Optimization exercise on an open flow, not production practice.
RTL: at most simulated, not proved equivalent.
Power: default activity.

**design/flow/run.sh**
```bash
#!/bin/bash
# synth_recipe.tcl (not shown) runs the flow's synth.tcl, then flattens the netlist and writes it again
# the make line also repeats each setting of config.mk as NAME=value (left out here)
make -C /OpenROAD-flow-scripts/flow DESIGN_CONFIG=/design/flow/config.mk WORK_HOME=/design/flow/orfs CLKGATE_MAP_FILE= SYNTH_SCRIPT=/design/flow/synth_recipe.tcl finish
```
**design/flow/config.mk**
```make
export PLATFORM = sky130hd
export DESIGN_NAME = sorted_word_table_binary_search_top
export DESIGN_NICKNAME = sorted_word_table_binary_search_top
export VERILOG_FILES = /design/flow/design.v
export SDC_FILE = /design/flow/constraint.sdc
export NUM_CORES = 4
export LEC_CHECK = 0
export CAP_MARGIN = 20
export CORE_MARGIN = 2
export CORE_UTILIZATION = 40
export SETUP_SLACK_MARGIN = 2.6
export SLEW_MARGIN = 20
export TNS_END_PERCENT = 100
```
**design/flow/constraint.sdc**
```tcl
create_clock -name core_clock -period 5.0 [get_ports {clk}]
set_input_delay 1.0000 -clock core_clock [delete_from_list [all_inputs] [get_ports {clk}]]
set_output_delay 1.0000 -clock core_clock [all_outputs]
set_load 0.01 [all_outputs]
```
**design/flow/design.v**
```verilog
package swt_pkg;
  localparam int TABLE_DEPTH_DEF = 16;
  localparam int WORD_CHARS_DEF  = 8;
  localparam int CHAR_W      = 8;
  localparam int WORD_W      = 64;
  localparam int INDEX_W     = 4;
  localparam int COUNT_W     = 5;
  localparam int IN_TDATA_W  = 72;    
  localparam int OUT_TDATA_W = 8;     
  localparam logic [COUNT_W-1:0] ENTRY_COUNT_RST = 5'd10;
  localparam logic CMD_LOAD   = 1'b0;
  localparam logic CMD_SEARCH = 1'b1;
  localparam int QDEPTH = 5;
endpackage
module swt_table #(
  parameter int DEPTH = 16,
  parameter int WIDTH = 64,
  localparam int AW   = $clog2(DEPTH),
  localparam int HW   = WIDTH / 2
) (
  input  logic             clk,
  input  logic             wr_en,
  input  logic [AW-1:0]    wr_addr,
  input  logic [WIDTH-1:0] wr_data,    
  output logic [DEPTH-1:0] eq_hi,      
  output logic [DEPTH-1:0] lt_hi,      
  output logic [DEPTH-1:0] eq_lo,
  output logic [DEPTH-1:0] lt_lo
);
  logic [DEPTH-1:0][WIDTH-1:0] mem;
  for (genvar i = 0; i < DEPTH; i++) begin : g_ent
    always_ff @(posedge clk) begin
      if (wr_en && (wr_addr == AW'(i))) begin
        mem[i] <= wr_data;
      end
    end
    swt_digit_cmp #(.W(HW)) u_cmp_hi (
      .a  (mem[i][WIDTH-1:HW]),
      .b  (wr_data[WIDTH-1:HW]),
      .eq (eq_hi[i]),
      .lt (lt_hi[i])
    );
    swt_digit_cmp #(.W(HW)) u_cmp_lo (
      .a  (mem[i][HW-1:0]),
      .b  (wr_data[HW-1:0]),
      .eq (eq_lo[i]),
      .lt (lt_lo[i])
    );
  end
endmodule
module swt_digit_cmp #(
  parameter int W = 32
) (
  input  logic [W-1:0] a,
  input  logic [W-1:0] b,
  output logic         eq,
  output logic         lt
);
  assign eq = (a == b);
  assign lt = (a < b);
endmodule
module sorted_word_table_binary_search_top #(
  parameter int TABLE_DEPTH = swt_pkg::TABLE_DEPTH_DEF,
  parameter int WORD_CHARS  = swt_pkg::WORD_CHARS_DEF
) (
  input  logic                              clk,
  input  logic                              rst_n,
  input  logic                              in_tvalid,
  output logic                              in_tready,
  input  logic                              in_tuser,    
  input  logic [swt_pkg::IN_TDATA_W-1:0]    in_tdata,    
  output logic                              out_tvalid,
  input  logic                              out_tready,
  output logic [swt_pkg::OUT_TDATA_W-1:0]   out_tdata,   
  input  logic                              cfg_valid,
  output logic                              cfg_ready,
  input  logic [swt_pkg::COUNT_W-1:0]       cfg_data
);
  localparam int CW = swt_pkg::CHAR_W;
  localparam int NC = WORD_CHARS;
  localparam int W  = CW * NC;
  localparam int D  = TABLE_DEPTH;
  localparam int AW = $clog2(TABLE_DEPTH);
  localparam int QD = swt_pkg::QDEPTH;
  localparam int OW = 1 + AW;                  
  localparam logic [D*D*(D+1)-1:0] ANC = 4352'h0000400020000000080000000000000000800000000000000000000000000000000000000000300000000c0000000000000000c00000000000000000000000000000000000000000000004000c0001000000000000c00010000000000000000000000000000000000000300000000d0001000040000000c0001800000000000000000000000000000000000000000400000001400040001000c00018000200000000000000000000000000000000000000000d0000000350001800c00018000300000000000000000000000000000000000000000c0001400000005c00c20018000300004000000000000000000000000000000000000c0001000340000000d300188003000060000000000000000000000000000000000000000100004000580000001ec0032000600008000000000000000000000000000000000000000000001800c200000033b000600c0c000000000000000000000000000000000000000000000000c2001880000006640c0c018100000000000000000000000000000000000000000000c0001800333000000ccd01e180000000000000000000000000000000000000000000c000180003000664000001f9c00c2000000000000000000000000000000000000000c0001800030000600c0c0000030f3000000000000000000000000000000000000000c0001800030000600c0c01e180000078640000000000000000000000000000000000c0001800030000600c0c01e1830f300000;
  localparam logic [(D+1)*D-1:0] WIN = 272'hffff7fff3fff1fff0fff07ff03ff01ff00ff007f003f001f000f0007000300010000;
  logic [swt_pkg::COUNT_W-1:0] n_r;
  assign cfg_ready = 1'b1;
  always_ff @(posedge clk) begin
    if (!rst_n) begin
      n_r <= swt_pkg::ENTRY_COUNT_RST;
    end else if (cfg_valid) begin
      n_r <= (cfg_data > swt_pkg::COUNT_W'(D)) ? swt_pkg::COUNT_W'(D) : cfg_data;
    end
  end
  logic            rdy_r;
  logic            accept;
  logic [NC-1:0]   nz, keep;
  logic [W-1:0]    canon;
  assign in_tready = rdy_r;
  assign accept    = in_tvalid && rdy_r;
  always_comb begin
    for (int c = 0; c < NC; c++) begin
      nz[c] = |in_tdata[swt_pkg::INDEX_W + c*CW +: CW];
    end
    keep[NC-1] = nz[NC-1];
    for (int c = NC-2; c >= 0; c--) begin
      keep[c] = keep[c+1] && nz[c];
    end
    for (int c = 0; c < NC; c++) begin
      canon[c*CW +: CW] = keep[c] ? in_tdata[swt_pkg::INDEX_W + c*CW +: CW] : '0;
    end
  end
  logic            q_v, q_cmd;
  logic [AW-1:0]   q_idx;
  logic [W-1:0]    q_w;
  always_ff @(posedge clk) begin
    if (!rst_n) q_v <= 1'b0;
    else        q_v <= accept;
    q_cmd <= in_tuser;
    q_idx <= in_tdata[AW-1:0];
    q_w   <= canon;
  end
  logic [D-1:0] eq_hi, lt_hi, eq_lo, lt_lo;
  swt_table #(
    .DEPTH (D),
    .WIDTH (W)
  ) u_table (
    .clk     (clk),
    .wr_en   (q_v && (q_cmd == swt_pkg::CMD_LOAD)),
    .wr_addr (q_idx),
    .wr_data (q_w),
    .eq_hi   (eq_hi),
    .lt_hi   (lt_hi),
    .eq_lo   (eq_lo),
    .lt_lo   (lt_lo)
  );
  logic            k_v, k_cmd;
  logic [D-1:0]    k_eq_hi, k_lt_hi, k_eq_lo, k_lt_lo;
  always_ff @(posedge clk) begin
    if (!rst_n) k_v <= 1'b0;
    else        k_v <= q_v;
    k_cmd   <= q_cmd;
    k_eq_hi <= eq_hi;
    k_lt_hi <= lt_hi;
    k_eq_lo <= eq_lo;
    k_lt_lo <= lt_lo;
  end
  logic [D-1:0]        eq, lt, gt, win, hit;
  logic [D-1:0][D-1:0] ok;       
  assign eq  = k_eq_hi & k_eq_lo;
  assign lt  = k_lt_hi | (k_eq_hi & k_lt_lo);
  assign gt  = ~lt & ~eq;
  assign win = WIN[n_r*D +: D];
  for (genvar i = 0; i < D; i++) begin : g_hit
    for (genvar a = 0; a < D; a++) begin : g_anc
      localparam logic [D:0] T = ANC[(i*D + a)*(D+1) +: D+1];
      if (a == i || T == '0) begin : g_none
        assign ok[i][a] = 1'b1;
      end else if (a > i) begin : g_left
        assign ok[i][a] = !T[n_r] || gt[a];
      end else begin : g_right
        assign ok[i][a] = !T[n_r] || lt[a];
      end
    end
    assign hit[i] = (k_cmd == swt_pkg::CMD_SEARCH) && win[i] && eq[i] && (&ok[i]);
  end
  logic            h_v;
  logic [D-1:0]    h_hit;
  logic [OW-1:0]   res;
  always_ff @(posedge clk) begin
    if (!rst_n) h_v <= 1'b0;
    else        h_v <= k_v;
    h_hit <= hit;
  end
  always_comb begin
    res = '0;
    for (int i = 0; i < D; i++) begin
      if (h_hit[i]) res = res | OW'({AW'(i), 1'b1});
    end
  end
  logic [QD-1:0]           qv_r, qv_nxt;
  logic [QD-1:0][OW-1:0]   qd_r, qd_nxt;
  logic                    pop;
  logic [$clog2(QD+1)-1:0] occ_r, occ_nxt;
  assign pop = out_tready && qv_r[0];
  always_comb begin
    for (int k = 0; k < QD; k++) begin
      logic up_v, below_v, below_pop_v;
      logic [OW-1:0] up_d;
      up_v        = (k + 1 < QD) ? qv_r[(k + 1) % QD] : 1'b0;
      up_d        = qd_r[(k + 1) % QD];
      below_v     = (k == 0) || qv_r[(k + QD - 1) % QD];
      below_pop_v = (k == 0) || qv_r[k];
      if (pop) begin
        qv_nxt[k] = up_v || (h_v && below_pop_v);
        qd_nxt[k] = up_v ? up_d : res;
      end else begin
        qv_nxt[k] = qv_r[k] || (h_v && below_v);
        qd_nxt[k] = qv_r[k] ? qd_r[k] : res;
      end
    end
  end
  always_ff @(posedge clk) begin
    if (!rst_n) qv_r <= '0;
    else        qv_r <= qv_nxt;
    qd_r <= qd_nxt;
  end
  assign occ_nxt = occ_r + (accept ? 1'b1 : 1'b0) - (pop ? 1'b1 : 1'b0);
  always_ff @(posedge clk) begin
    if (!rst_n) begin
      occ_r <= '0;
      rdy_r <= 1'b1;
    end else begin
      occ_r <= occ_nxt;
      rdy_r <= (occ_nxt < QD);
    end
  end
  assign out_tvalid = qv_r[0];
  assign out_tdata  = swt_pkg::OUT_TDATA_W'(qd_r[0]);
endmodule
```
==> results of run 1 <==
## flip-flops by register name, summed over array words and instances (netlist names), 3 cells and up
name	cells
u_table.mem	1024
q_w	64
qd_r	25
h_hit	16
k_eq_hi	16
k_eq_lo	16
k_lt_hi	15
k_lt_lo	15
n_r	5
qv_r	5
q_idx	4
occ_r	3
## what timing repair did
action	in CTS	in global routing
pin swaps	64	50
hold buffers	0	0
gates cloned	5	0
buffers inserted	181	48
gates resized for setup	258	127
setup endpoints to repair	502	490
## through the flow
step | setup slack (ns) | util (%)
floorplan | 2.02 | -
global placement | 0.716 | 43.1
detailed placement | 1.07 | 43.1
CTS | 2.42 | 48.0
global route | 2.46 | 48.7
finish | 2.53 | 48.8
## cell usage after synthesis (21+ instances only)
library cell / instances
a21boi_0: 31
nor4_1: 63
o21ai_0: 126
nor2_1: 76
nand3_1: 126
inv_1: 108
nor3_1: 47
xor2_1: 64
edfxtp_1: 1029
nand4_1: 229
ha_1: 971
and2_1: 56
o31ai_1: 31
nor4b_1: 21
nand2_1: 174
o211ai_1: 42
a21oi_1: 486
nand2b_1: 43
o31a_1: 30
a21o_1: 105
o21a_1: 29
nor2b_1: 67
dfxtp_1: 185
## final cells by class
class | instances | share of cell area (%)
antenna | 4 | 0.0140
clock buffer | 184 | 5.32
clock inverter | 69 | 0.799
inverter | 111 | 0.837
multi-input combinational | 2958 | 35.2
sequential | 1214 | 48.3
tap | 1930 | 3.37
timing repair buffer | 455 | 6.18
## worst max path at each step
stage,slack (ns),end,startpoint
after floorplan,2.02,u_table.mem[384]$_DFFE_PP_,q_cmd$_DFF_P_
after global placement,0.72,q_w[3]$_SDFF_PN0_,in_tdata[65]
after detailed placement,1.07,q_w[11]$_SDFF_PN0_,in_tdata[65]
after CTS,2.42,u_table.mem[303]$_DFFE_PP_,q_idx[2]$_DFF_P_
after global routing,2.46,k_lt_hi[9]$_DFF_P_,q_w[57]$_SDFF_PN0_
final,2.53,k_lt_hi[9]$_DFF_P_,q_w[57]$_SDFF_PN0_
## logic make-up (layout without fill, tap and decap cells)
family                   after synthesis  count (layout)
AO/OA/AOI/OAI                        926             926
XOR/XNOR                              66              66
adder cells (fa/ha/maj)              972             972
buffers and inverters                152             819
flip-flops                          1214            1214
multiplexers                          24              24
other                                  2               8
AND/OR/NAND/NOR                      961             966
## critical path: stages, from the launching register on
cell	delay, ns
dfxtp_2	0.34
buf_12	0.10
clkinvlp_4	0.12
buf_4	0.17
ha_1	0.29
nand4_1	0.25
nor4_4	0.47
buf_4	0.19
nand2_2	0.12
a21oi_4	0.21
nor4b_1	0.08
## power groups by stage
stage,registers [mW],logic [mW],clock network (mW)
CTS,11.2,2.00,10.1
global placement,11.4,1.73,0
floorplan,11.4,0.966,0
detailed placement,11.4,1.77,0
finish,11.2,2.09,9.91
global route,11.2,2.29,10.5
## layer usage
| layer | wire [um] | GRT usage [%] |
|---|---|---|
| met5 | 24 | 0 |
| met2 | 80800 | 37.0 |
| met4 | 4710 | 6.49 |
| met1 | 76900 | 32.0 |
| met3 | 12400 | 3.70 |
==> impl_metrics.csv, run 1 <==
group,metric,value,unit
yosys,synth_seq_cells,1214,
power_and_ir_drop,p_sw_share,23.7,%
hold_path,holdPathStages,1,
sta,setup_viol,0,
sta,drv_slew,0,
yosys,synth-compound-area-share,9.25,%
critical_path,path_class,"reg -> reg",
detailed_routing,vias,39500,
sta,tightest_slew,1.08,ns
yosys,yosys_warnings,2,
global_routing,antenna_found_initial,10,
hold_path,hold_class,"reg -> reg",
yosys,synth-async-reset-ratio,0,%
yosys,syn_inst,4317,
critical_path,reg2reg_depth,10,
critical_path,r2r-start,"q_w[57]$_SDFF_PN0_",
yosys,synth_top_area_share,52.3,%
critical_path,cp_data_arrival_time,3.11,ns
final_layout,multi_input_area,25200,sq um
floorplanning,initial_core_util,40.2,%
floorplanning,rows,141,
final_layout,final_area,71700,sq um
sta,hold-worst-slack,0.433,ns
yosys,yosysSeqAreaShare,58.6,%
final_layout,layout_common_cells,"edfxtp_1 (1029), ha_1 (959), a21oi_1 (457), buf_4 (286), nand4_1 (229)",
detailed_routing,routed_wl,175,mm
power_and_ir_drop,combPwrFrac,9.0,%
clocking,path_clk_slew,0.06,ns
detailed_routing,ant_nets,0,
placement,postPlaceCellArea,63400,sq um
detailed_routing,drcViolationCount,0,
power_and_ir_drop,power-per-cell-area,323,nW/um^2
power_and_ir_drop,intPower,17.7,mW
global_routing,grt_max_degree,65,
critical_path,r2r-end,"k_lt_hi[9]$_DFF_P_",
clocking,cts.sinks,1214,
final_layout,fin_nets,5933,
placement,dp_cells,6434,
critical_path,r2r_setup_slack,2.53,ns
detailed_routing,drt-wirelength-per-cell,25.2,um
final_layout,final_common_cell,"edfxtp_1",
yosys,yosys.area.top_type,"edfxtp_1",
floorplanning,fp.coreArea,147000,sq um
sta,finalHoldViolCount,0,
global_routing,grt_pass1_vias,39100,
sta,timing.fmax,0.406,GHz
sta,max_slew_margin,28.0,%
floorplanning,die-width,388,um
power_and_ir_drop,irDropWorstVdd,0.249,mV
power_and_ir_drop,power,23.2,mW
clocking,clock_latency,0.78,ns
detailed_routing,vias_per_cell,5.70,
detailed_routing,drtIter0Drc,3566,
detailed_routing,drtPass1Iterations,7,
status,status,"timing/DRC/antenna clean",
placement,port_buffers,85,
yosys,synth_area_leaders,"edfxtp_1 (52%), ha_1 (21%), dfxtp_1 (6.3%), a21oi_1 (4.1%), nand4_1 (2.4%)",
yosys,synth_xor_area_share,0.978,%
floorplanning,die_h,388,um
yosys,ys_types,65,
global_routing,globalRouteOverflowTotal,0,
job,maxCapViolations,0,
placement,gp_congestion,0.911,
sta,tns,0,ns
sta,timing.final.crit_share,49.3,%
hold_path,hold_end,"h_v$_SDFF_PN0_",
power_and_ir_drop,p_seq_share,48.3,%
final_layout,n_fill_cell,12700,
sta,skew,0.0271,ns
floorplanning,num_io_pins,94,
global_routing,grt_pass1_wl,254,mm
yosys,synth_edf_count,1029,
sta,rsz0062_at_grt,"true",
power_and_ir_drop,power.leakage,27.3,nW
yosys,synth_top_family_by_area,"adder cells",
yosys,muxShareOfSynthArea,0.428,%
yosys,synth.cell_area,59100,sq um
hold_path,hold_path_startpoint,"k_v$_SDFF_PN0_",
yosys,synth-simple-area-share,9.07,%
critical_path,critical_path_peak_fanout,4,
power_and_ir_drop,power.share.clock,42.7,%
yosys,synth_adder_area_share,20.6,%
clocking,cts_tree,"built",
global_routing,track_usage,22.9,%
floorplanning,die_area,151000,sq um
final_layout,drive_gt1_share,16.8,%
power_and_ir_drop,p_switching,5.51,mW
clocking,cts_buffers,138,
yosys,synth_top_flop_cell,"edfxtp_1",
sta,fin_crit,2.47,ns
clocking,cts_buffer_depth,3,
clocking,cts.htree.levels,4,
placement,dpl.hpwl,114,mm
yosys,postSynthAreaPerCell,13.7,sq um
critical_path,critPathCaptureType,"register",
critical_path,worstPathRequired,5.65,ns
clocking,cts-root-buf,"clkbuf_16",
final_layout,layout.cells.non_filler,6925,
final_layout,seq_area,34600,sq um
final_layout,syn_to_final_growth,21.4,%
critical_path,cp-start-kind,"register",
Testbench counts, summed over its fixed seeds: cycles 2,080.
==> run 2: changes to the inputs <==
--- a/design/flow/config.mk
+++ b/design/flow/config.mk
@@ -7,7 +7,8 @@
 export LEC_CHECK = 0
 export CAP_MARGIN = 20
 export CORE_MARGIN = 2
-export CORE_UTILIZATION = 40
+export CORE_UTILIZATION = 60
+export PLACE_DENSITY = 0.7
 export SETUP_SLACK_MARGIN = 2.6
 export SLEW_MARGIN = 20
 export TNS_END_PERCENT = 100
==> run 2 against run 1 <==
Synthesized cell count did not move; design area fell by 1.6%; via count rose by 0.98%; still clean on timing, DRC and antenna; combinational power barely moved; area after synthesis did not move.
==> impl_metrics.csv, run 2 <==
group,metric,value,unit
placement,gp_congestion,0.949,
critical_path,path_class,"reg -> reg",
sta,tns,0,ns
detailed_routing,drt-wirelength-per-cell,26.3,um
final_layout,layout_common_cells,"edfxtp_1 (1029), ha_1 (963), a21oi_1 (454), buf_4 (308), nand4_1 (229)",
final_layout,n_fill_cell,6383,
clocking,cts_buffer_depth,3,
final_layout,fin_nets,5936,
clocking,path_clk_slew,0.06,ns
clocking,cts.htree.levels,4,
critical_path,worst_path_max_delay_cell,"dfxtp_2",
yosys,synth_top_area_share,52.3,%
floorplanning,initial_core_util,60.3,%
detailed_routing,drtIter0Drc,4052,
sta,tightest_slew,0.990,ns
clocking,ctsHoldBuffers,0,
detailed_routing,drtPass1Iterations,5,
detailed_routing,drcViolationCount,0,
final_layout,largest_reg_flops,1024,
critical_path,crit_chain,"buf_12 > clkinvlp_4 > buf_4 > buf_4 > ha_1 > a21oi_1 > o21ai_0 > o31ai_4 > nor4b_1",
clocking,clock_latency,0.73,ns
hold_path,hold_class,"reg -> reg",
floorplanning,die_h,318,um
global_routing,grt_max_degree,65,
yosys,synth_seq_cells,1214,
job,maxCapViolations,0,
sta,timing.fmax,0.400,GHz
power_and_ir_drop,irDropWorstVdd,0.299,mV
sta,rsz0062_at_grt,"true",
floorplanning,die_area,101000,sq um
final_layout,final_area,70600,sq um
critical_path,critical_path_peak_fanout,6,
yosys,yosys_warnings,2,
detailed_routing,ant_nets,0,
placement,postPlaceCellArea,62600,sq um
yosys,yosysMostFrequentCell,"edfxtp_1",
floorplanning,fp.coreArea,98000,sq um
yosys,synth_top_flop_cell,"edfxtp_1",
critical_path,worstPathRequired,5.61,ns
critical_path,cpMostUsedCell,"buf_4",
yosys,yosysSeqAreaShare,58.6,%
sta,timing.final.crit_share,50.0,%
critical_path,critPathCaptureType,"register",
floorplanning,num_io_pins,94,
yosys,synth_area_leaders,"edfxtp_1 (52%), ha_1 (21%), dfxtp_1 (6.3%), a21oi_1 (4.1%), nand4_1 (2.4%)",
yosys,synth-async-reset-ratio,0,%
placement,pre_cts_ws,1.28,ns
global_routing,grt_pass1_vias,39000,
yosys,synth_common_cells,"edfxtp_1 (1029), ha_1 (971), a21oi_1 (486), nand4_1 (229), dfxtp_1 (185)",
critical_path,cp_data_arrival_time,3.11,ns
detailed_routing,routed_wl,165,mm
global_routing,track_usage,32.3,%
final_layout,top_register,"u_table.mem",
status,status,"timing/DRC/antenna clean",
sta,max_slew_margin,33.4,%
floorplanning,rows,115,
final_layout,final_common_cell,"edfxtp_1",
clocking,cts.sinks,1214,
sta,finalHoldViolCount,0,
yosys,ys_types,65,
clocking,cts_tree,"built",
yosys,syn_inst,4317,
final_layout,syn_to_final_growth,19.5,%
critical_path,cpPeakStageDelay,0.35,ns
placement,dpl.hpwl,107,mm
global_routing,antenna_found_initial,4,
sta,setup_viol,0,
clocking,cts_buffers,133,
final_layout,n_antenna_cell,0,
critical_path,path_buf_inv,4,
yosys,synth.cell_area,59100,sq um
final_layout,reg_top3,"u_table.mem (1024), q_w (64), qd_r (25)",
yosys,yosys.area.top_type,"edfxtp_1",
yosys,synth_edf_count,1029,
critical_path,path_delay_family,"compound AO/OA/AOI/OAI gates",
final_layout,utilization,72.0,%
sta,skew,0.0272,ns
global_routing,grt_pass1_wl,240,mm
sta,timing.final.ws_setup,2.50,ns
sta,fin_crit,2.50,ns
final_layout,drive_gt1_share,16.3,%
global_routing,globalRouteOverflowTotal,0,
placement,port_buffers,85,
power_and_ir_drop,power.leakage,27.1,nW
detailed_routing,vias_per_cell,6.36,
critical_path,cp-start-kind,"register",
sta,drv_slew,0,
power_and_ir_drop,power-per-cell-area,324,nW/um^2
floorplanning,die-width,318,um
clocking,cts-root-buf,"clkbuf_16",
yosys,postSynthAreaPerCell,13.7,sq um
detailed_routing,vias,39900,
==> run 2: cell families after synthesis <==
logic type / Yosys count / share of synthesized area (%)
fa+ha+maj: 972 / 20.6
buf+inv: 152 / 1.09
xor+xnor: 66 / 0.978
other cells: 2 / 0.0127
flops: 1214 / 58.6
mux: 24 / 0.428
compound gates: 926 / 9.25
simple gates: 961 / 9.07
==> run 2: layout make-up <==
cell class                 instances  area, sq um  share of cell area (%)
multi-input combinational       2954        25100                    35.6
clock buffer                     200         3810                    5.40
tap                             1287         1610                    2.28
sequential                      1214        34600                    49.1
clock inverter                    36          392                   0.555
inverter                         111          616                   0.872
timing repair buffer             467         4400                    6.23
==> run 2: routing by layer <==
layer,up-vias,GRT usage (%),part of all wire [%]
li1,18200,-,-
met4,2,14.3,4.4
met1,19800,44.1,41
met3,330,5.98,8.6
met2,1593,50.9,46
met5,-,0,0.0079
==> run 2: final timing paths <==
path                                    startpoint            endpoint  slack [ns]  cells after the start
worst max-delay path            q_w[59]$_SDFF_PN0_  k_lt_hi[1]$_DFF_P_        2.50                      9
worst max register to register  q_w[59]$_SDFF_PN0_  k_lt_hi[1]$_DFF_P_        2.50                      9
worst min-delay path                k_v$_SDFF_PN0_      h_v$_SDFF_PN0_        0.44                      1
worst min register to register      k_v$_SDFF_PN0_      h_v$_SDFF_PN0_        0.44                      1
==> run 2: per-stage QoR <==
step                      hold WS (ns)  total power [mW]  std cells
after floorplan                  0.344              12.4       4319
after detailed placement         0.429              13.2       5800
after global placement           0.417              13.1       5799
after CTS                        0.446              22.8       6201
after global routing             0.462              23.5       6269
final                            0.438              22.8       6269
==> run 2: power by group <==
| part | internal [mW] | total (mW) | switching, mW |
|---|---|---|---|
| logic | 0.814 | 2.08 | 1.27 |
| clock network | 5.66 | 9.56 | 3.90 |
| registers | 11.1 | 11.2 | 0.0946 |
==> run 2: what timing repair did <==
action                                  4_1_cts  5_1_grt
setup buffers                               164       68
endpoints found under the setup margin      485      467
pin swaps                                    42       54
gates resized for setup                     228      135
gates cloned                                  1        0
hold endpoints to repair                      0        0
==> run 3: changes to the inputs <==
--- a/design/flow/config.mk
+++ b/design/flow/config.mk
@@ -7,8 +7,9 @@
 export LEC_CHECK = 0
 export CAP_MARGIN = 20
 export CORE_MARGIN = 2
-export CORE_UTILIZATION = 60
-export PLACE_DENSITY = 0.7
+export CORE_UTILIZATION = 40
+export CTS_CLUSTER_DIAMETER = 100
+export CTS_CLUSTER_SIZE = 30
 export SETUP_SLACK_MARGIN = 2.6
 export SLEW_MARGIN = 20
 export TNS_END_PERCENT = 100
==> run 3 against run 2 <==
Clock-buffer cell count fell by 122; final cell count rose by 7.7%; critical endpoint is now k_lt_hi[11]$_DFF_P_; sequential cell count unchanged; hold slack better by 0.0056 ns; die area is 49% higher; clock skew grew 0.018 ns; first-iteration DRC count shrank 5.7%; still clean.
==> impl_metrics.csv, run 3 <==
group,metric,value,unit
final_layout,reg_top3,"u_table.mem (1024), q_w (64), qd_r (25)",
sta,fin_crit,2.43,ns
floorplanning,rows,141,
final_layout,n_fill_cell,12900,
yosys,yosys_warnings,2,
critical_path,critical_path_peak_fanout,6,
detailed_routing,vias,38900,
floorplanning,die_h,388,um
critical_path,r2r_setup_slack,2.57,ns
global_routing,globalRouteOverflowTotal,0,
global_routing,track_usage,22.5,%
clocking,cts_buffer_depth,3,
sta,max_slew_margin,31.7,%
global_routing,antenna_found_initial,12,
job,maxCapViolations,0,
final_layout,layout_common_cells,"edfxtp_1 (1029), ha_1 (960), a21oi_1 (454), buf_4 (280), nand4_1 (229)",
critical_path,path_class,"reg -> reg",
critical_path,critPathCaptureType,"register",
hold_path,holdPathStages,1,
critical_path,r2r-end,"k_lt_hi[11]$_DFF_P_",
yosys,yosysMostFrequentCell,"edfxtp_1",
detailed_routing,vias_per_cell,5.76,
final_layout,largest_reg_flops,1024,
sta,drv_slew,0,
critical_path,reg2reg_depth,11,
yosys,synth.cell_area,59100,sq um
floorplanning,die-width,388,um
sta,setup_viol,0,
final_layout,n_antenna_cell,0,
final_layout,drive_gt1_share,14.7,%
hold_path,hold_end,"h_v$_SDFF_PN0_",
sta,timing.final.crit_share,48.7,%
yosys,synth_edf_count,1029,
yosys,synth_area_leaders,"edfxtp_1 (52%), ha_1 (21%), dfxtp_1 (6.3%), a21oi_1 (4.1%), nand4_1 (2.4%)",
yosys,synth_common_cells,"edfxtp_1 (1029), ha_1 (971), a21oi_1 (486), nand4_1 (229), dfxtp_1 (185)",
final_layout,top_register,"u_table.mem",
sta,skew,0.0453,ns
yosys,yosys.area.top_type,"edfxtp_1",
placement,port_buffers,85,
placement,dpl.hpwl,114,mm
clocking,ctsHoldBuffers,0,
global_routing,grt_pass1_wl,250,mm
sta,rsz0062_at_grt,"true",
yosys,ys_types,65,
sta,tns,0,ns
clocking,cts_buffers,50,
power_and_ir_drop,power.leakage,26.0,nW
clocking,cts.sinks,1214,
floorplanning,initial_core_util,40.2,%
detailed_routing,drt-wirelength-per-cell,25.6,um
yosys,syn_inst,4317,
yosys,synth_top_area_share,52.3,%
sta,timing.fmax,0.411,GHz
final_layout,syn_to_final_growth,16.8,%
detailed_routing,routed_wl,173,mm
detailed_routing,ant_nets,0,
sta,finalHoldViolCount,0,
final_layout,final_common_cell,"edfxtp_1",
global_routing,grt_pass1_vias,38100,
yosys,synth_seq_cells,1214,
power_and_ir_drop,irDropWorstVdd,0.243,mV
clocking,cts-root-buf,"clkbuf_16",
final_layout,final_area,69000,sq um
hold_path,hold_path_startpoint,"k_v$_SDFF_PN0_",
power_and_ir_drop,power-per-cell-area,270,nW/um^2
critical_path,cp_data_arrival_time,3.04,ns
clocking,clock_latency,0.72,ns
floorplanning,num_io_pins,94,
final_layout,fin_nets,5836,
placement,gp_congestion,0.911,
clocking,cts.htree.levels,2,
clocking,cts_tree,"built",
critical_path,r2r-start,"q_w[57]$_SDFF_PN0_",
yosys,yosysSeqAreaShare,58.6,%
power_and_ir_drop,power,18.6,mW
clocking,path_clk_slew,0.12,ns
status,status,"timing/DRC/antenna clean",
detailed_routing,drcViolationCount,0,
critical_path,cp-start-kind,"register",
yosys,synth_top_flop_cell,"edfxtp_1",
yosys,synth-async-reset-ratio,0,%
detailed_routing,drtPass1Iterations,6,
global_routing,grt_max_degree,65,
floorplanning,die_area,151000,sq um
yosys,postSynthAreaPerCell,13.7,sq um
sta,tightest_slew,1.02,ns
detailed_routing,drtIter0Drc,3822,
critical_path,worstPathRequired,5.61,ns
placement,postPlaceCellArea,63400,sq um
hold_path,hold_class,"reg -> reg",
floorplanning,fp.coreArea,147000,sq um
## run 3: cell count changes in the layout (fill, tap and decap cells not counted), sizes merged
cell / change
and4: +1
buf: -22
bufinv: -7
clkbuf: -122
clkdlybuf4s50: -2
clkinv: -19
clkinvlp: -2
dlygate4sd2: +1
dlymetal6s2s: +1
inv: +7
nor2: +4
## run 3: kinds of logic (layout without fill, tap and decap cells)
family | count (synthesis) | count (layout) | share of synthesized area (%)
adder cells (fa/ha/maj) | 972 | 972 | 20.6
AO/OA/AOI/OAI | 926 | 926 | 9.25
multiplexers | 24 | 24 | 0.428
flip-flops | 1214 | 1214 | 58.6
buffers and inverters | 152 | 649 | 1.09
AND/OR/NAND/NOR | 961 | 967 | 9.07
other | 2 | 4 | 0.0127
XOR/XNOR | 66 | 66 | 0.978
## run 3: per-layer routing
metal	GRT usage (%)	wire length [um]
met5	0	63
met2	36.5	79600
met4	5.04	4340
met3	2.93	11100
met1	32.0	77800
## run 3: worst max path at each step
stage | start | endpoint | slack (ns) | cells after the start
floorplan | q_cmd$_DFF_P_ | u_table.mem[384]$_DFFE_PP_ | 2.02 | 3
global placement | in_tdata[65] | q_w[3]$_SDFF_PN0_ | 0.72 | 7
detailed placement | in_tdata[65] | q_w[11]$_SDFF_PN0_ | 1.07 | 7
CTS | q_idx[3]$_DFF_P_ | u_table.mem[720]$_DFFE_PP_ | 2.43 | 3
global route | q_w[52]$_SDFF_PN0_ | k_lt_hi[9]$_DFF_P_ | 2.47 | 10
finish | q_w[57]$_SDFF_PN0_ | k_lt_hi[11]$_DFF_P_ | 2.57 | 11
## run 3: what timing repair did
| item | CTS | global route |
|---|---|---|
| pin swaps | 67 | 50 |
| resized for setup | 242 | 141 |
| setup endpoints to repair | 506 | 477 |
| gates cloned | 7 | 0 |
| setup buffers | 172 | 46 |
## run 3: where the power goes
part	switching (mW)	internal, mW
sequential	0.101	11.1
clock	3.28	2.09
combinational	1.28	0.811
## run 3: worst max-delay path, stage by stage (launching register included)
cell	delay [ns]
dfxtp_2	0.36
buf_12	0.10
clkinvlp_4	0.17
buf_12	0.19
buf_8	0.13
ha_1	0.29
nand4_1	0.16
nor4_2	0.30
buf_4	0.21
nand2_4	0.10
a21oi_4	0.23
nor4b_2	0.08
## run 3: per-stage QoR
stage | setup slack, ns | util (%) | instances | hold WS, ns
2_1_floorplan | 2.02 | - | 4319 | 0.344
3_3_place_gp | 0.716 | 43.1 | 6434 | 0.423
3_5_place_dp | 1.07 | 43.1 | 6434 | 0.423
4_1_cts | 2.43 | 46.1 | 6706 | 0.447
5_1_grt | 2.47 | 46.9 | 6752 | 0.462
6_report | 2.57 | 46.9 | 6752 | 0.444
## run 3: final cells by class
cell class	instances	area (sq um)	share of cell area, %
Multi-Input combinational cell	2959	25300	36.7
Timing Repair Buffer	445	4410	6.40
Clock inverter	15	198	0.287
Tap cell	1930	2410	3.50
Inverter	111	604	0.876
Clock buffer	78	1410	2.04
Sequential cell	1214	34600	50.2
==> run 4: changes to the inputs <==
--- a/design/flow/config.mk
+++ b/design/flow/config.mk
@@ -10,6 +10,6 @@
 export CORE_UTILIZATION = 40
 export CTS_CLUSTER_DIAMETER = 100
 export CTS_CLUSTER_SIZE = 30
-export SETUP_SLACK_MARGIN = 2.6
+export SETUP_SLACK_MARGIN = 3.0
 export SLEW_MARGIN = 20
 export TNS_END_PERCENT = 100
==> run 4 against run 3 <==
Still clean on timing, DRC and antenna; worst setup slack improved by 0.046 ns; routed wire length down 0.58%; non-clock buffer count is 101 higher; sequential cell count did not move; clock power is 1% lower; sequential power is essentially flat; hold slack got worse by 0.070 ns; clock skew down 0.00057 ns; die area is the same; synthesized cell count did not move; largest cell class unchanged; largest power group unchanged.
==> impl_metrics.csv, run 4 <==
group,metric,value,unit
status,status,"timing/DRC/antenna clean",
placement,postPlaceCellArea,63400,sq um
detailed_routing,wl_met1,78.0,mm
floorplanning,num_io_pins,94,
final_layout,fin_nets,5934,
power_and_ir_drop,power-per-cell-area,259,nW/um^2
yosys,synth_common_cells,"edfxtp_1 (1029), ha_1 (971), a21oi_1 (486), nand4_1 (229), dfxtp_1 (185)",
clocking,path_clk_slew,0.12,ns
detailed_routing,dr_wl_met3,9.93,mm
sta,tns,0,ns
clocking,cts.htree.levels,2,
floorplanning,die-width,388,um
critical_path,critical_path_peak_fanout,6,
floorplanning,fp.coreArea,147000,sq um
placement,dpl.hpwl,111,mm
critical_path,critPathCaptureType,"register",
yosys,synth_top_flop_cell,"edfxtp_1",
job,maxCapViolations,0,
yosys,yosys.area.top_type,"edfxtp_1",
sta,timing.final.crit_share,47.8,%
clocking,clock_latency,0.72,ns
final_layout,n_fill_cell,12600,
critical_path,r2r-start,"q_w[60]$_SDFF_PN0_",
final_layout,final_common_cell,"edfxtp_1",
global_routing,grt_max_degree,65,
floorplanning,rows,141,
power_and_ir_drop,intPower,14.1,mW
critical_path,path_class,"reg -> reg",
floorplanning,initial_core_util,40.2,%
sta,skew,0.0447,ns
placement,pre_cts_ws,1.24,ns
yosys,postSynthAreaPerCell,13.7,sq um
yosys,synth_area_leaders,"edfxtp_1 (52%), ha_1 (21%), dfxtp_1 (6.3%), a21oi_1 (4.1%), nand4_1 (2.4%)",
yosys,syn_inst,4317,
detailed_routing,drtPass1Iterations,5,
clocking,cts_buffers,49,
hold_path,hold_class,"in -> reg",
global_routing,grt_pass1_wl,249,mm
sta,rsz0062_at_grt,"true",
placement,port_buffers,85,
critical_path,r2r-end,"k_lt_hi[0]$_DFF_P_",
yosys,synth-async-reset-ratio,0,%
global_routing,track_usage,22.3,%
sta,setup_viol,0,
hold_path,holdPathStages,1,
detailed_routing,ant_nets,0,
sta,drv_slew,0,
global_routing,globalRouteOverflowTotal,0,
detailed_routing,wl_met2,79.9,mm
floorplanning,die_h,388,um
global_routing,grt_pass1_vias,38200,
hold_path,hold_end,"q_w[60]$_SDFF_PN0_",
final_layout,drive_gt1_share,21.1,%
critical_path,reg2reg_depth,10,
yosys,synth_edf_count,1029,
yosys,synth_top_area_share,52.3,%
power_and_ir_drop,p_switching,4.69,mW
power_and_ir_drop,combPwrFrac,12.1,%
placement,gp_congestion,0.917,
final_layout,layout.cells.non_filler,6852,
detailed_routing,drcViolationCount,0,
detailed_routing,drt-wirelength-per-cell,25.1,um
yosys,yosysMostFrequentCell,"edfxtp_1",
sta,timing.fmax,0.419,GHz
yosys,synth.cell_area,59100,sq um
detailed_routing,routed_wl,172,mm
yosys,yosysSeqAreaShare,58.6,%
yosys,yosys_warnings,2,
detailed_routing,vias_per_cell,5.68,
placement,dp_cells,6431,
power_and_ir_drop,p_seq_share,59.6,%
power_and_ir_drop,p_sw_share,25.0,%
critical_path,cp_data_arrival_time,3.00,ns
sta,timing.final.ws_setup,2.61,ns
final_layout,reg_top3,"u_table.mem (1024), q_w (64), qd_r (25)",
clocking,ctsHoldBuffers,0,
yosys,ys_types,65,
sta,finalHoldViolCount,0,
final_layout,largest_reg_flops,1024,
critical_path,cp-start-kind,"register",
floorplanning,die_area,151000,sq um
global_routing,antenna_found_initial,7,
clocking,cts.sinks,1214,
clocking,cts-root-buf,"clkbuf_16",
detailed_routing,highest_layer,"met5",
sta,tightest_slew,0.722,ns
final_layout,final_area,72400,sq um
sta,max_slew_margin,51.4,%
critical_path,r2r_setup_slack,2.61,ns
power_and_ir_drop,power.leakage,27.4,nW
critical_path,worstPathRequired,5.61,ns
detailed_routing,vias,38900,
final_layout,syn_to_final_growth,22.5,%
final_layout,top_register,"u_table.mem",
clocking,cts_buffer_depth,3,
hold_path,hold_path_startpoint,"in_tdata[64]",
detailed_routing,drtIter0Drc,3310,
power_and_ir_drop,irDropWorstVdd,0.269,mV
final_layout,layout_common_cells,"edfxtp_1 (1029), ha_1 (873), a21oi_1 (429), buf_4 (292), nand4_1 (229)",
sta,fin_crit,2.39,ns
power_and_ir_drop,power.share.clock,28.2,%
clocking,cts_tree,"built",
yosys,synth_seq_cells,1214,
run 4: cell counts after synthesis:
No cell type changed its count.
run 4: routing by layer:
| metal | GRT usage (%) | vias up |
|---|---|---|
| met2 | 36.4 | 1085 |
| met4 | 5.30 | 2 |
| met3 | 2.43 | 180 |
| li1 | - | 18100 |
| met1 | 31.8 | 19600 |
| met5 | 0 | - |
run 4: cell type report:
| type | count | area [sq um] | area share [%] |
|---|---|---|---|
| clock inverters | 12 | 154 | 0.213 |
| well taps | 1930 | 2410 | 3.34 |
| diodes | 3 | 7.51 | 0.0104 |
| repair buffers | 546 | 5800 | 8.02 |
| clock buffers | 79 | 1390 | 1.92 |
| inverters | 111 | 639 | 0.884 |
| flip-flops and latches | 1214 | 34700 | 47.9 |
| multi-input cells | 2957 | 27300 | 37.7 |
run 4: power groups by stage:
stage	clock, mW	sequential, mW	combinational (mW)
after detailed placement	0	11.4	1.78
after global routing	5.71	11.2	2.49
after floorplan	0	11.4	0.969
after global placement	0	11.4	1.73
final	5.29	11.2	2.27
after CTS	5.41	11.2	2.18
run 4: cell families after synthesis:
family | synth area share (%)
buffers and inverters | 1.09
AO/OA/AOI/OAI | 9.25
XOR/XNOR | 0.978
other | 0.0127
flip-flops | 58.6
multiplexers | 0.428
AND/OR/NAND/NOR | 9.07
adder cells (fa/ha/maj) | 20.6
run 4: through the flow:
stage               hold slack (ns)  total power [mW]  utilization (%)
floorplan                     0.344              12.4                -
global placement              0.452              13.1             43.1
detailed placement            0.458              13.2             43.1
CTS                           0.327              18.8             48.3
global route                  0.345              19.4             49.2
finish                        0.374              18.8             49.2
run 4: worst max-delay path by stage:
| stage | start | endpoint | slack, ns | cells after the start |
|---|---|---|---|---|
| after CTS | q_w[62]$_SDFF_PN0_ | k_lt_hi[13]$_DFF_P_ | 2.66 | 12 |
| final | q_w[60]$_SDFF_PN0_ | k_lt_hi[0]$_DFF_P_ | 2.61 | 10 |
| after global placement | out_tready | rdy_r$_SDFF_PN1_ | 1.27 | 11 |
| after detailed placement | out_tready | rdy_r$_SDFF_PN1_ | 1.24 | 11 |
| after floorplan | q_cmd$_DFF_P_ | u_table.mem[128]$_DFFE_PP_ | 2.10 | 3 |
| after global routing | q_w[60]$_SDFF_PN0_ | k_lt_hi[0]$_DFF_P_ | 2.59 | 10 |
run 4: repair_timing:
action,in CTS,in global routing
pin swaps,193,83
cloned,12,1
gates resized for setup,700,157
hold endpoints to repair,0,0
endpoints found under the setup margin,1068,315
setup buffers,267,47
run 4: worst max-delay path, stage by stage, from the launching register on:
cell and delay (ns):
dfxtp_2 0.38, clkinvlp_4 0.12, buf_12 0.15, ha_1 0.27, nand4_1 0.22, nor4_1 0.36
buf_4 0.25, nand2_8 0.08, a21oi_4 0.20, nor4b_4 0.07, buf_4 0.16
==> run 5: changes to the inputs <==
--- a/design/flow/config.mk
+++ b/design/flow/config.mk
@@ -9,7 +9,7 @@
 export CORE_MARGIN = 2
 export CORE_UTILIZATION = 40
 export CTS_CLUSTER_DIAMETER = 100
-export CTS_CLUSTER_SIZE = 30
-export SETUP_SLACK_MARGIN = 3.0
+export CTS_CLUSTER_SIZE = 25
+export SETUP_SLACK_MARGIN = 2.3
 export SLEW_MARGIN = 20
 export TNS_END_PERCENT = 100
==> run 5 against run 4 <==
Design area down 7.8%; core utilization down 3.9 points; critical path depth down 2; first-iteration DRC count up 4.8%; clock skew down 0.0037 ns; final cell count down 3.1%; area after synthesis unchanged; largest power group unchanged; fmax down 10%; routed wire length down 3.3%; global-route usage down 0.67 points; critical path type unchanged.
==> impl_metrics.csv, run 5 <==
group,metric,value,unit
floorplanning,die-width,388,um
floorplanning,num_io_pins,94,
detailed_routing,drt-wirelength-per-cell,25.0,um
yosys,yosysMostFrequentCell,"edfxtp_1",
clocking,path_clk_slew,0.10,ns
yosys,syn_inst,4317,
global_routing,antenna_found_initial,11,
final_layout,seq_area,34600,sq um
yosys,synth_top_flop_cell,"edfxtp_1",
clocking,cts_buffers,55,
sta,rsz0062_at_grt,"true",
placement,gp_congestion,0.916,
critical_path,cp_data_arrival_time,3.21,ns
final_layout,n_fill_cell,13100,
global_routing,grt_util_met3,2.78,%
floorplanning,initial_core_util,40.2,%
global_routing,grt_max_degree,65,
final_layout,fin_nets,5713,
yosys,yosysSeqAreaShare,58.6,%
clocking,cts.htree.levels,2,
floorplanning,fp.coreArea,147000,sq um
final_layout,layout_common_cells,"edfxtp_1 (1029), ha_1 (970), a21oi_1 (479), nand4_1 (229), buf_4 (201)",
detailed_routing,vias,38000,
yosys,synth.cell_area,59100,sq um
detailed_routing,routed_wl,166,mm
sta,finalHoldViolCount,0,
final_layout,largest_reg_flops,1024,
critical_path,crit_chain,"ha_1 > inv_1 > ha_1 > nand2b_1 > a21oi_1 > o21ai_0 > o221ai_1 > nor4_1",
global_routing,globalRouteOverflowTotal,0,
final_layout,multi_input_area,24400,sq um
yosys,synth_common_cells,"edfxtp_1 (1029), ha_1 (971), a21oi_1 (486), nand4_1 (229), dfxtp_1 (185)",
critical_path,worstPathRequired,5.55,ns
critical_path,critPathCaptureType,"register",
global_routing,grtUsageMet1,31.3,%
sta,setup_viol,0,
final_layout,top_register,"u_table.mem",
sta,tns,0,ns
yosys,synth_edf_count,1029,
sta,timing.fmax,0.375,GHz
clocking,cts_buffer_depth,3,
critical_path,cpPeakStageDelay,0.54,ns
critical_path,cpMostUsedCell,"ha_1",
global_routing,met2_usage,34.1,%
detailed_routing,ant_nets,0,
power_and_ir_drop,irDropWorstVdd,0.261,mV
floorplanning,rows,141,
critical_path,critical_path_peak_fanout,9,
detailed_routing,drtPass1Iterations,5,
sta,tightest_slew,1.11,ns
final_layout,drive_gt1_share,8.97,%
detailed_routing,drtIter0Drc,3468,
power_and_ir_drop,power-per-cell-area,278,nW/um^2
clocking,cts.sinks,1214,
placement,dpl.hpwl,113,mm
yosys,synth_seq_cells,1214,
yosys,synth-async-reset-ratio,0,%
global_routing,track_usage,21.6,%
floorplanning,die_h,388,um
sta,drv_slew,0,
hold_path,hold_class,"reg -> reg",
global_routing,grt.busiest_layer,"met2",
clocking,cts-root-buf,"clkbuf_16",
yosys,yosys_warnings,2,
critical_path,path_class,"reg -> reg",
floorplanning,die_area,151000,sq um
yosys,yosys.area.top_type,"edfxtp_1",
yosys,ys_types,65,
job,maxCapViolations,0,
clocking,cts_tree,"built",
critical_path,worst_path_max_delay_cell,"nor4_1",
yosys,synth_top_area_share,52.3,%
sta,max_slew_margin,25.8,%
placement,port_buffers,85,
sta,timing.final.crit_share,53.3,%
detailed_routing,vias_per_cell,5.73,
global_routing,grt_pass1_vias,36500,
detailed_routing,drcViolationCount,0,
power_and_ir_drop,power.leakage,24.9,nW
yosys,synth_area_leaders,"edfxtp_1 (52%), ha_1 (21%), dfxtp_1 (6.3%), a21oi_1 (4.1%), nand4_1 (2.4%)",
status,status,"timing/DRC/antenna clean",
sta,skew,0.0410,ns
final_layout,syn_to_final_growth,12.9,%
critical_path,cp-start-kind,"register",
yosys,postSynthAreaPerCell,13.7,sq um
clocking,ctsHoldBuffers,0,
final_layout,final_common_cell,"edfxtp_1",
clocking,clock_latency,0.71,ns
final_layout,reg_top3,"u_table.mem (1024), q_w (64), qd_r (25)",
sta,fin_crit,2.67,ns
global_routing,grt_pass1_wl,240,mm
final_layout,utilization,45.3,%
==> run 5: cell counts after synthesis <==
No cell type changed its count.
==> run 5: cells by family after synthesis <==
family | share of synthesized area, %
flip-flops | 58.6
adder cells (fa/ha/maj) | 20.6
AND/OR/NAND/NOR | 9.07
AO/OA/AOI/OAI | 9.25
buffers and inverters | 1.09
XOR/XNOR | 0.978
multiplexers | 0.428
other | 0.0127
==> run 5: critical path: cells and delay by family (launching register included) <==
kind	cells	cell delay, ns
compound gates	3	0.41
fa+ha+maj	2	0.73
buf+inv	1	0.22
flops	1	0.50
simple gates	2	0.66
==> run 5: per-layer routing <==
layer	routed length (um)	share of wire [%]
met5	19	0.011
met4	4500	2.7
met3	11500	6.9
met2	74700	45
met1	75600	45
==> run 5: path summary, 6_finish.rpt <==
kind / depth (start not counted) / slack [ns] / start / endpoint
worst max-delay path: 8 / 2.33 / n_r[0]$_SDFFE_PN0P_ / h_hit[1]$_DFF_P_
worst min-delay path: 1 / 0.45 / k_v$_SDFF_PN0_ / h_v$_SDFF_PN0_
worst min register to register: 1 / 0.45 / k_v$_SDFF_PN0_ / h_v$_SDFF_PN0_
worst max register to register: 8 / 2.33 / n_r[0]$_SDFFE_PN0P_ / h_hit[1]$_DFF_P_
==> run 5: stage by stage <==
stage          hold slack (ns)  cell area (sq um)  power [mW]  worst slack [ns]  cells
2_1_floorplan            0.335              59200        12.4              2.01   4319
3_3_place_gp             0.422              63500        13.1              1.26   6441
3_5_place_dp             0.435              63500        13.2              1.25   6441
4_1_cts                  0.460              66200        18.6              2.21   6604
5_1_grt                  0.480              66700        19.2              2.27   6634
6_report                 0.453              66700        18.5              2.33   6637
==> run 5: cell type report <==
cell class                      instances  area share [%]
Clock buffer                           99            2.42
Clock inverter                          4          0.0544
Timing Repair Buffer                  323            4.63
Multi-Input combinational cell       2953            36.6
Inverter                              111           0.790
Antenna cell                            3          0.0113
Tap cell                             1930            3.62
Sequential cell                      1214            51.9
==> run 5: repair_timing <==
| action | 4_1_cts | 5_1_grt |
|---|---|---|
| pin swaps | 2 | 5 |
| setup buffers | 60 | 29 |
| resized for setup | 67 | 42 |
| hold endpoints to repair | 0 | 0 |
| endpoints found under the setup margin | 86 | 120 |
==> run 5: report_power, final <==
| group | internal [mW] | leakage (nW) | switching (mW) |
|---|---|---|---|
| clock network | 2.22 | 0.792 | 3.21 |
| registers | 11.1 | 10.8 | 0.0884 |
| logic | 0.707 | 13.3 | 1.22 |
==> run 6: changes to the inputs <==
--- a/design/flow/design.v
+++ b/design/flow/design.v
@@ -19,8 +19,8 @@
   localparam int HW   = WIDTH / 2
 ) (
   input  logic             clk,
-  input  logic             wr_en,
-  input  logic [AW-1:0]    wr_addr,
+  input  logic [DEPTH-1:0] we,         
+  input  logic [DEPTH-1:0] keep,       
   input  logic [WIDTH-1:0] wr_data,    
   output logic [DEPTH-1:0] eq_hi,      
   output logic [DEPTH-1:0] lt_hi,      
@@ -30,9 +30,7 @@
   logic [DEPTH-1:0][WIDTH-1:0] mem;
   for (genvar i = 0; i < DEPTH; i++) begin : g_ent
     always_ff @(posedge clk) begin
-      if (wr_en && (wr_addr == AW'(i))) begin
-        mem[i] <= wr_data;
-      end
+      mem[i] <= ({WIDTH{we[i]}} & wr_data) | ({WIDTH{keep[i]}} & mem[i]);
     end
     swt_digit_cmp #(.W(HW)) u_cmp_hi (
       .a  (mem[i][WIDTH-1:HW]),
@@ -113,13 +111,21 @@
     end
   end
   logic            q_v, q_cmd;
-  logic [AW-1:0]   q_idx;
+  logic [D-1:0]    q_we, q_keep;
   logic [W-1:0]    q_w;
   always_ff @(posedge clk) begin
-    if (!rst_n) q_v <= 1'b0;
-    else        q_v <= accept;
+    if (!rst_n) begin
+      q_v    <= 1'b0;
+      q_we   <= '0;
+      q_keep <= '1;
+    end else begin
+      q_v <= accept;
+      for (int i = 0; i < D; i++) begin
+        q_we[i]   <=   accept && (in_tuser == swt_pkg::CMD_LOAD) && (in_tdata[AW-1:0] == AW'(i));
+        q_keep[i] <= !(accept && (in_tuser == swt_pkg::CMD_LOAD) && (in_tdata[AW-1:0] == AW'(i)));
+      end
+    end
     q_cmd <= in_tuser;
-    q_idx <= in_tdata[AW-1:0];
     q_w   <= canon;
   end
   logic [D-1:0] eq_hi, lt_hi, eq_lo, lt_lo;
@@ -128,8 +134,8 @@
     .WIDTH (W)
   ) u_table (
     .clk     (clk),
-    .wr_en   (q_v && (q_cmd == swt_pkg::CMD_LOAD)),
-    .wr_addr (q_idx),
+    .we      (q_we),
+    .keep    (q_keep),
     .wr_data (q_w),
     .eq_hi   (eq_hi),
     .lt_hi   (lt_hi),
--- a/design/flow/config.mk
+++ b/design/flow/config.mk
@@ -9,7 +9,7 @@
 export CORE_MARGIN = 2
 export CORE_UTILIZATION = 40
 export CTS_CLUSTER_DIAMETER = 100
-export CTS_CLUSTER_SIZE = 25
-export SETUP_SLACK_MARGIN = 2.3
+export CTS_CLUSTER_SIZE = 30
+export SETUP_SLACK_MARGIN = 2.6
 export SLEW_MARGIN = 20
 export TNS_END_PERCENT = 100
==> run 6 against run 5 <==
Non-clock buffer count increased by 42; first-iteration DRC count grew 19%; synthesized cell count increased by 33%; sequential share of layout area shrank 15 points; critical path depth is the same; die area up 1.1%; core utilization is 0.11 points lower; largest cell class is now multi-input gates; routed wire length rose by 17%; critical endpoint is now k_lt_lo[4]$_DFF_P_; hold slack worse by 0.11 ns; total power grew 28%; design area increased by 0.37%; sequential cell count increased by 28.
==> impl_metrics.csv, run 6 <==
group,metric,value,unit
sta,timing.fmax,0.415,GHz
final_layout,drive_gt1_share,12.1,%
sta,max_slew_margin,24.1,%
final_layout,top_register,"u_table.mem",
critical_path,path_buf_inv,2,
yosys,synth_top_flop_cell,"dfxtp_1",
critical_path,critPathCaptureType,"register",
yosys,ys_types,75,
critical_path,cp-start-kind,"register",
power_and_ir_drop,power-per-cell-area,354,nW/um^2
clocking,cts_buffers,49,
yosys,postSynthAreaPerCell,10.4,sq um
critical_path,cp-endpoint,"k_lt_lo[4]$_DFF_P_",
floorplanning,rows,141,
critical_path,setup.worst_path.start,"q_w[27]$_SDFF_PN0_",
yosys,synth_seq_cells,1242,
sta,rsz0062_at_grt,"true",
sta,finalHoldViolCount,0,
detailed_routing,drcViolationCount,0,
critical_path,path_delay_family,"simple AND/OR/NAND/NOR gates",
clocking,cts.sinks,1242,
sta,timing.final.ws_setup,2.59,ns
critical_path,cpPeakStageDelay,0.41,ns
yosys,yosysMostFrequentCell,"dfxtp_1",
yosys,synth_edf_count,5,
yosys,yosys_warnings,2,
critical_path,reg2reg_depth,8,
floorplanning,num_io_pins,94,
yosys,syn_inst,5744,
sta,setup_viol,0,
sta,drv_slew,0,
global_routing,grt_pass1_vias,44600,
yosys,synth_area_leaders,"dfxtp_1 (41%), ha_1 (20%), a22o_1 (15%), a21oi_1 (3.8%), nand4_1 (1.9%)",
placement,dpl.hpwl,128,mm
global_routing,globalRouteOverflowTotal,0,
placement,postPlaceCellArea,62600,sq um
sta,skew,0.0324,ns
critical_path,worst_path_max_delay_cell,"nor4_4",
final_layout,final_area,66900,sq um
final_layout,multi_input_area,34000,sq um
floorplanning,die_h,391,um
critical_path,critical_path_peak_fanout,5,
detailed_routing,drtIter0Drc,4112,
detailed_routing,drt-wirelength-per-cell,25.2,um
sta,tightest_slew,1.14,ns
final_layout,fin_nets,6824,
clocking,clock_latency,0.72,ns
clocking,cts_tree,"built",
detailed_routing,routed_wl,195,mm
final_layout,reg_top3,"u_table.mem (1024), q_w (64), qd_r (25)",
status,status,"timing/DRC/antenna clean",
final_layout,final_common_cell,"dfxtp_1",
power_and_ir_drop,power.leakage,30.0,nW
critical_path,r2r-start,"q_w[27]$_SDFF_PN0_",
power_and_ir_drop,irDropWorstVdd,0.450,mV
yosys,yosysSeqAreaShare,41.7,%
critical_path,worstPathRequired,5.58,ns
job,maxCapViolations,0,
clocking,cts-root-buf,"clkbuf_16",
detailed_routing,ant_nets,0,
yosys,synth_common_cells,"dfxtp_1 (1237), a22o_1 (1038), ha_1 (971), a21oi_1 (454), nand2_1 (250)",
clocking,cts_buffer_depth,3,
detailed_routing,vias_per_cell,6.07,
global_routing,track_usage,24.9,%
sta,fin_crit,2.41,ns
global_routing,antenna_found_initial,5,
yosys,synth_top_area_share,41.4,%
critical_path,cp_data_arrival_time,2.99,ns
final_layout,n_fill_cell,13700,
global_routing,grt_pass1_wl,289,mm
critical_path,path_class,"reg -> reg",
placement,pre_cts_ws,1.55,ns
sta,tns,0,ns
final_layout,syn_to_final_growth,12.0,%
hold_path,hold_class,"reg -> reg",
global_routing,grt_max_degree,65,
detailed_routing,drtPass1Iterations,8,
floorplanning,die-width,391,um
yosys,synth.cell_area,59800,sq um
detailed_routing,vias,46900,
floorplanning,die_area,152000,sq um
placement,port_buffers,85,
floorplanning,initial_core_util,40.4,%
final_layout,layout_common_cells,"dfxtp_1 (1170), a22o_1 (1038), ha_1 (960), a21oi_1 (431), buf_4 (242)",
final_layout,seq_area,25000,sq um
clocking,ctsHoldBuffers,0,
critical_path,crit_chain,"clkinvlp_4 > buf_4 > ha_1 > nand4_1 > nor4_4 > nand2_2 > a21oi_4 > nor4b_2",
yosys,synth-async-reset-ratio,0,%
placement,gp_congestion,0.906,
critical_path,cp.depth,8,
critical_path,r2r-end,"k_lt_lo[4]$_DFF_P_",
floorplanning,fp.coreArea,148000,sq um
final_layout,largest_reg_flops,1024,
sta,timing.final.crit_share,48.2,%
yosys,yosys.area.top_type,"dfxtp_1",
clocking,cts.htree.levels,2,
clocking,path_clk_slew,0.11,ns
critical_path,r2r_setup_slack,2.59,ns
[run 6: changes by cell type after synthesis, sizes merged, moves of 49 or more]
| cell | before | now |
|---|---|---|
| buf | 21 | 172 |
| nand4 | 229 | 180 |
| dfxtp | 185 | 1237 |
| a22o | 0 | 1038 |
| edfxtp | 1029 | 5 |
| clkbuf | 20 | 222 |
| nand2 | 174 | 250 |
[run 6: timing repair]
item | CTS | global route
gates cloned | 1 | 0
endpoints found under the setup margin | 77 | 96
buffers inserted | 106 | 34
pin swaps | 30 | 47
gates resized for setup | 235 | 152
[run 6: layer usage]
layer / track usage, % / share of wire (%)
met1: 35.7 / 47
met4: 8.14 / 3.4
met5: 0 / 0
met2: 38.8 / 44
met3: 2.68 / 5.9
[run 6: report_power, final]
| part | switching, mW | internal [mW] | total, mW |
|---|---|---|---|
| logic | 2.98 | 2.83 | 5.80 |
| registers | 1.02 | 11.5 | 12.5 |
| clock network | 3.33 | 2.04 | 5.37 |
[run 6: cell families after synthesis]
kind of cell,count (synthesis),share of synthesized area (%)
flops,1242,41.7
other cells,2,0.0126
fa+ha+maj,972,20.4
mux,25,0.440
simple gates,970,8.84
xor+xnor,67,0.982
buf+inv,531,3.46
compound gates,1935,24.2
[run 6: final cells by class]
class,count,share of cell area [%]
Tap cell,1930,3.61
Antenna cell,1,0.00374
Multi-Input combinational cell,3974,50.8
Clock buffer,56,1.98
Timing Repair Buffer,365,4.92
Inverter,137,1.06
Clock inverter,11,0.222
Sequential cell,1242,37.4
[run 6: worst min path at each step]
stage                    endpoint  slack, ns     startpoint  depth (start not counted)
floorplan           k_cmd$_DFF_P_       0.31  q_cmd$_DFF_P_                          0
detailed placement  k_cmd$_DFF_P_       0.31  q_cmd$_DFF_P_                          0
CTS                 k_cmd$_DFF_P_       0.34  q_cmd$_DFF_P_                          0
global route        k_cmd$_DFF_P_       0.35  q_cmd$_DFF_P_                          0
finish              k_cmd$_DFF_P_       0.34  q_cmd$_DFF_P_                          0
global placement    k_cmd$_DFF_P_       0.31  q_cmd$_DFF_P_                          0
[run 6: through the flow]
stage / hold slack, ns / std cells / power [mW] / utilization (%)
floorplan: 0.310 / 5746 / 16.3 / -
global placement: 0.310 / 7507 / 17.8 / 42.3
detailed placement: 0.314 / 7507 / 18.0 / 42.3
CTS: 0.340 / 7681 / 23.5 / 44.6
global route: 0.351 / 7716 / 25.0 / 45.2
finish: 0.344 / 7716 / 23.7 / 45.2
Testbench counts of run 6, summed over its fixed seeds: cycles 2,080.
==> run 7: changes to the inputs <==
--- a/design/flow/design.v
+++ b/design/flow/design.v
@@ -47,15 +47,36 @@
   end
 endmodule
 module swt_digit_cmp #(
-  parameter int W = 32
+  parameter int W = 32           
 ) (
   input  logic [W-1:0] a,
   input  logic [W-1:0] b,
   output logic         eq,
   output logic         lt
 );
-  assign eq = (a == b);
-  assign lt = (a < b);
+  localparam int N = W / 2;
+  localparam int L = $clog2(N);
+  logic [2*N-2:0] e, l;
+  function automatic logic [1:0] digit_cmp(input logic [1:0] x, input logic [1:0] y);
+    unique case ({x, y})
+      4'b0000, 4'b0101, 4'b1010, 4'b1111:                 digit_cmp = 2'b10;
+      4'b0001, 4'b0010, 4'b0011, 4'b0110, 4'b0111, 4'b1011: digit_cmp = 2'b01;
+      default:                                             digit_cmp = 2'b00;
+    endcase
+  endfunction
+  for (genvar j = 0; j < N; j++) begin : g_digit
+    assign {e[j], l[j]} = digit_cmp(a[2*j+1 -: 2], b[2*j+1 -: 2]);
+  end
+  for (genvar s = 1; s <= L; s++) begin : g_level
+    localparam int O  = 2*N - ((2*N) >> s);         
+    localparam int OP = 2*N - ((2*N) >> (s - 1));   
+    for (genvar j = 0; j < (N >> s); j++) begin : g_node
+      assign e[O+j] = e[OP+2*j+1] && e[OP+2*j];
+      assign l[O+j] = l[OP+2*j+1] || (e[OP+2*j+1] && l[OP+2*j]);
+    end
+  end
+  assign eq = e[2*N-2];
+  assign lt = l[2*N-2];
 endmodule
 module sorted_word_table_binary_search_top #(
   parameter int TABLE_DEPTH = swt_pkg::TABLE_DEPTH_DEF,
--- a/design/flow/config.mk
+++ b/design/flow/config.mk
@@ -9,7 +9,7 @@
 export CORE_MARGIN = 2
 export CORE_UTILIZATION = 40
 export CTS_CLUSTER_DIAMETER = 100
-export CTS_CLUSTER_SIZE = 30
+export CTS_CLUSTER_SIZE = 25
 export SETUP_SLACK_MARGIN = 2.6
 export SLEW_MARGIN = 20
 export TNS_END_PERCENT = 100
==> run 7 against run 6 <==
Largest cell class unchanged; clock-buffer cell count is 9 higher; design area increased by 1.6%; final cell count is 5.5% higher.
==> impl_metrics.csv, run 7 <==
group,metric,value,unit
yosys,ys_types,80,
detailed_routing,drt-wirelength-per-cell,25.1,um
power_and_ir_drop,power.leakage,26.0,nW
sta,setup_viol,0,
hold_path,hold_end,"k_cmd$_DFF_P_",
final_layout,multi_input_area,33100,sq um
global_routing,globalRouteOverflowTotal,0,
final_layout,syn_to_final_growth,14.3,%
yosys,synth-async-reset-ratio,0,%
detailed_routing,vias_per_cell,6.02,
floorplanning,die_area,152000,sq um
yosys,synth_top_flop_cell,"dfxtp_1",
yosys,synth_common_cells,"dfxtp_1 (1237), a22o_1 (1028), xor2_1 (455), clkbuf_1 (347), maj3_1 (334)",
hold_path,holdPathStages,0,
final_layout,fin_nets,6290,
final_layout,largest_reg_flops,1024,
clocking,cts_buffers,57,
floorplanning,die_h,390,um
status,status,"timing/DRC/antenna clean",
clocking,cts-root-buf,"clkbuf_16",
placement,port_buffers,85,
hold_path,hold_class,"reg -> reg",
placement,dpl.hpwl,123,mm
clocking,cts_tree,"built",
floorplanning,fp.coreArea,148000,sq um
clocking,cts_buffer_depth,3,
floorplanning,rows,141,
yosys,synth_seq_cells,1242,
sta,tns,0,ns
critical_path,worstPathRequired,5.64,ns
final_layout,layout_common_cells,"dfxtp_1 (1142), a22o_1 (1028), xor2_1 (455), maj3_1 (330), nand2b_1 (307)",
global_routing,antenna_found_initial,4,
sta,fin_crit,2.45,ns
yosys,synth_edf_count,5,
critical_path,r2r_setup_slack,2.55,ns
hold_path,hold_path_startpoint,"q_cmd$_DFF_P_",
clocking,cts.htree.levels,2,
yosys,yosysMostFrequentCell,"dfxtp_1",
placement,gp_congestion,0.899,
floorplanning,num_io_pins,94,
detailed_routing,drtIter0Drc,4922,
sta,skew,0.0434,ns
final_layout,final_common_cell,"dfxtp_1",
detailed_routing,drtPass1Iterations,6,
critical_path,cp_data_arrival_time,3.09,ns
job,maxCapViolations,0,
sta,timing.fmax,0.408,GHz
power_and_ir_drop,power-per-cell-area,362,nW/um^2
global_routing,grt_pass1_wl,295,mm
sta,rsz0062_at_grt,"true",
detailed_routing,drcViolationCount,0,
final_layout,seq_area,25200,sq um
critical_path,r2r-start,"q_w[63]$_SDFF_PN0_",
yosys,synth_area_leaders,"dfxtp_1 (42%), a22o_1 (15%), xor2_1 (6.7%), maj3_1 (5.6%), xnor2_1 (4.3%)",
sta,timing.final.crit_share,49.0,%
yosys,synth.cell_area,59500,sq um
power_and_ir_drop,irDropWorstVdd,0.317,mV
sta,drv_slew,0,
critical_path,critPathCaptureType,"register",
yosys,syn_inst,6226,
yosys,yosys_warnings,3,
floorplanning,die-width,390,um
clocking,cts.sinks,1242,
detailed_routing,vias,49000,
detailed_routing,ant_nets,0,
critical_path,critical_path_peak_fanout,15,
final_layout,reg_top3,"u_table.mem (1024), q_w (64), qd_r (25)",
final_layout,top_register,"u_table.mem",
global_routing,grt_pass1_vias,44800,
placement,postPlaceCellArea,61700,sq um
final_layout,n_fill_cell,13800,
-- run 7: cell count changes after synthesis, sizes merged, moves of 65 or more --
cell / before / now
xor2: 64 / 455
nand2: 250 / 158
a21o: 104 / 8
nor2: 87 / 214
a21oi: 455 / 182
maj3: 0 / 334
a211oi: 19 / 122
xnor2: 3 / 293
nand4: 180 / 106
o22ai: 4 / 69
nand2b: 36 / 308
ha: 971 / 12
clkbuf: 222 / 347
-- run 7: what timing repair did --
action                                  4_1_cts  5_1_grt
gates cloned                                 15        9
setup buffers                               149       82
gates resized for setup                     411      170
endpoints found under the setup margin      114       86
hold buffers                                  0        0
pin swaps                                    51       54
-- run 7: metal layers --
metal  vias up  routed length [um]  GRT usage [%]  part of all wire [%]
met1     24300               93800           36.5                    46
li1      22600                   -              -                     -
met3       256               16800           4.91                   8.2
met2      1814               87400           38.3                    43
met5         -                  10              0                0.0049
met4         2                6000           6.66                   2.9
-- run 7: worst max path at each step --
stage / from / to / slack, ns / cells after the start
2_1_floorplan: in_tdata[61] / q_w[0]$_SDFF_PN0_ / 2.18 / 9
5_1_grt: q_w[43]$_SDFF_PN0_ / k_lt_hi[13]$_DFF_P_ / 2.47 / 8
3_5_place_dp: in_tdata[66] / q_w[6]$_SDFF_PN0_ / 0.94 / 8
4_1_cts: q_w[23]$_SDFF_PN0_ / k_lt_lo[9]$_DFF_P_ / 2.38 / 8
3_3_place_gp: in_tdata[65] / q_w[6]$_SDFF_PN0_ / 0.98 / 8
6_report: q_w[63]$_SDFF_PN0_ / k_eq_hi[7]$_DFF_P_ / 2.55 / 9
-- run 7: stage by stage --
stage | setup WS [ns] | cells | hold WS [ns] | util, %
3_5_place_dp | 0.944 | 7810 | 0.319 | 41.8
3_3_place_gp | 0.977 | 7810 | 0.314 | 41.8
5_1_grt | 2.47 | 8137 | 0.361 | 46.0
6_report | 2.55 | 8141 | 0.336 | 46.0
4_1_cts | 2.38 | 8046 | 0.340 | 45.0
2_1_floorplan | 2.18 | 6228 | 0.310 | -
-- run 7: kinds of logic after synthesis --
| group | count (synthesis) | share of synthesized area, % |
|---|---|---|
| AOI/OAI and AO/OA | 1881 | 24.5 |
| and+or+nand+nor | 1244 | 11.4 |
| DFF | 1242 | 41.9 |
| xor gates and xnor gates | 748 | 11.0 |
| buffers and inverters | 738 | 4.88 |
| adders and majority gates | 347 | 5.90 |
| muxes | 24 | 0.427 |
| other | 2 | 0.0126 |
-- run 7: layout make-up --
type	count	share of cell area, %
Multi-Input combinational cell	4251	48.7
Sequential cell	1242	37.0
Timing Repair Buffer	461	7.10
Tap cell	1930	3.55
Clock buffer	65	2.23
Inverter	176	1.20
Clock inverter	7	0.103
Timing Repair inverter	5	0.0478
Antenna cell	4	0.0147
-- run 7: power by group --
part           leakage, nW  total, mW  switching, mW  internal [mW]
logic                 15.0       6.10           2.89           3.21
clock network        0.779       5.56           3.37           2.18
registers             10.3       13.0           1.52           11.5
-- run 7: critical path, cell delays in order (launching register included) --
cell and delay [ns]:
dfxtp_4 0.39, buf_12 0.13, buf_6 0.15, xor2_1 0.17, a211oi_1 0.25, nor4bb_2 0.28, buf_4 0.21, nand4_1 0.27
buf_4 0.26, nor4_1 0.25
Testbench counts of run 7, summed over its fixed seeds: cycles 2,080.
